Context: an optimization exercise on an open-source flow, tuned for small area. The choices shown serve that exercise and are no tape-out recipe. In this exercise RTL edits were held to simulation tests only and were not proved equivalent to the original. No activity file was given, so power comes from the tool's default toggle rates.

Design csr_counter_unit, start of the top module:
module csr_counter_unit (
  input  logic        clk,
  input  logic        rst_n,
  input  logic        csr_valid_i,
  input  logic [2:0]  csr_op_i,
  input  logic [11:0] csr_addr_i,
  input  logic [31:0] csr_wdata_i,
  output logic [31:0] csr_rdata_o,
  output logic        csr_hit_o,
  output logic        csr_illegal_o,
  input  logic        retire_i,
  input  logic [7:0]  event_i
);
  localparam int NC = 6;
  logic [4:0]  idx;
  logic [6:0]  grp;
  logic        g_mlo, g_mhi, g_ulo, g_uhi, g_evt, idx_lo, impl, is_wr_op, wr_ok;
  logic        cnt_win, evt_win, inh_addr, hit;
  logic [6:0]  idx_is;
  logic [31:0] rdata, wdata_new;
  logic        live_q;
  logic [63:0] cnt [NC];        
  logic [4:0]  evt_sel_q [4];
  logic [5:0]  inhibit_q;       
  logic [NC-1:0] cnt_en, wr_lo, wr_hi, rsel_lo, rsel_hi;
  logic [3:0]  wr_evt, rsel_evt;
  logic        wr_inh, rsel_inh;
  always_comb begin
    idx      = csr_addr_i[4:0];
    grp      = csr_addr_i[11:5];
    for (int k = 0; k < 7; k++) idx_is[k] = (idx == 5'(k));
    g_mlo    = (grp == 7'h58);
    g_mhi    = (grp == 7'h5C);
    g_ulo    = (grp == 7'h60);
    g_uhi    = (grp == 7'h64);
  ...
Size in the first run: ~2200 cells after synthesis, about 410 flip-flops, about 93 I/O pins, ~20000 µm² of cells after synthesis.
clock: 6.5 ns
lec_check: 0
cap_margin: 0
core_margin: 2
core_utilization: 65
slew_margin: 0
synth_hierarchical: 1
standard.sh (not shown) runs the stock make flow with config.mk's settings and CLKGATE_MAP_FILE= SYNTH_SCRIPT=/design/flow/synth_recipe.tcl, a recipe that flattens the netlist after the stock synthesis.
==> flow/flow/run.sh <==
#!/bin/bash
set -euo pipefail
here=$(pwd)
{
  echo 'proc abc {args} {'
  echo '  set i [lsearch -exact $args -script]'
  echo "  if {\$i >= 0} { lset args [expr {\$i + 1}] $here/flow/abc_area_delay.script }"
  echo '  yosys abc {*}$args'
  echo '}'
  cat synth_recipe.tcl
} > flow_synth.tcl
export CTS_ARGS="-sink_clustering_enable -repair_clock_nets -dont_use_dummy_load -sink_clustering_size 24 -sink_clustering_max_diameter 100 -buf_list sky130_fd_sc_hd__clkbuf_16"
export BUFFER_PORTS_ARGS="-buffer_cell sky130_fd_sc_hd__buf_1"
export REMOVE_ABC_BUFFERS=1
bash standard.sh SYNTH_SCRIPT="$here/flow_synth.tcl" finish > flow_run.log 2>&1
==> flow/flow/abc_area_delay.script <==
&get -n
&st
&dch
&nf
&st
&syn2
&if -g -K 6
&synch2
&nf
&st
&syn2
&if -g -K 6
&synch2
&nf
&st
&syn2
&if -g -K 6
&synch2
&nf
&st
&syn2
&if -g -K 6
&synch2
&nf
&st
&syn2
&if -g -K 6
&synch2
&nf
&put
topo
Then changed:
CAP_MARGIN = 20   (was 0)
CORE_UTILIZATION = 78   (was 65)
PLACE_DENSITY = 0.86   (was default)
SLEW_MARGIN = 20   (was 0)
Result: The new run finished with timing, DRC and antenna clean; via count rises by a few percent; combinational power rises by a few percent; synthesized area does not change; cell area falls slightly; wire length rises by a few percent; core utilization rises by 15 points; total power barely changes; sequential power stays flat.

========
Starting RTL as in the previous note.
clock: 6.5 ns
lec_check: 0
cap_margin: 5
core_margin: 2
core_utilization: 65
slew_margin: 5
synth_hierarchical: 1
==> flow/flow/run.sh <==
#!/bin/bash
set -euo pipefail
here=$(pwd)
{
  echo 'proc abc {args} {'
  echo '  set i [lsearch -exact $args -script]'
  echo "  if {\$i >= 0} { lset args [expr {\$i + 1}] $here/flow/abc_area_delay.script }"
  echo '  yosys abc {*}$args'
  echo '}'
  cat synth_recipe.tcl
} > flow_synth.tcl
export CTS_ARGS="-sink_clustering_enable -repair_clock_nets -dont_use_dummy_load -sink_clustering_size 27 -sink_clustering_max_diameter 100 -buf_list sky130_fd_sc_hd__clkbuf_16"
export BUFFER_PORTS_ARGS="-buffer_cell sky130_fd_sc_hd__buf_1"
export REMOVE_ABC_BUFFERS=1
bash standard.sh SYNTH_SCRIPT="$here/flow_synth.tcl" finish > flow_run.log 2>&1
Scripts as last shown in full above: flow/flow/abc_area_delay.script
Next try:
--- a/flow/flow/run.sh
+++ b/flow/flow/run.sh
@@ -12 +12 @@
-export CTS_ARGS="-sink_clustering_enable -repair_clock_nets -dont_use_dummy_load -sink_clustering_size 27 -sink_clustering_max_diameter 100 -buf_list sky130_fd_sc_hd__clkbuf_16"
+export CTS_ARGS="-sink_clustering_enable -repair_clock_nets -dont_use_dummy_load -sink_clustering_size 24 -sink_clustering_max_diameter 100 -buf_list sky130_fd_sc_hd__clkbuf_16"
=>
- The new run completed with no timing, DRC or antenna violations
- wire length hardly moves
- setup slack improved by 0.031 ns
- first-iteration DRC count drops slightly
- clock skew hardly moves
- via count barely changes
- cell area barely changes
- power came out higher slightly
- hold slack loses 0.0047 ns
- sequential power barely changes
- synthesized cell count stays the same

re-timing with driven ports:
Ports are ideal in the flow. The routed layouts listed here were re-timed in OpenROAD.
Step 1 assumes that a clkbuf_16 drives the clock port and a buf_2 every other input.
Step 2 moves the port delays by t, midway between the first and last clock arrival at a register: inputs arrive t later, outputs are due t later. That takes back most of the time a late clock gives input paths.
Slacks: ideal ports / drivers / drivers and shift; pairs: ideal ports / drivers.
run | t (ns) | setup slack, ns | slew at the worst register clock pin (ns) | cell pins on the clock port's net
the first run of note 1 | 0.588 | 0.700 / 0.716 / 0.143 | 0.10 / 0.10 | 1
the second run of note 1 | 0.581 | 0.505 / 0.494 / -0.046 | 0.10 / 0.10 | 1
the first run of note 2 | 0.587 | 0.669 / 0.698 / 0.112 | 0.11 / 0.11 | 1
the second run of note 2 | 0.588 | 0.700 / 0.716 / 0.143 | 0.10 / 0.10 | 1
With both steps, setup timing fails in the second run of note 1, where it was met with ideal ports.
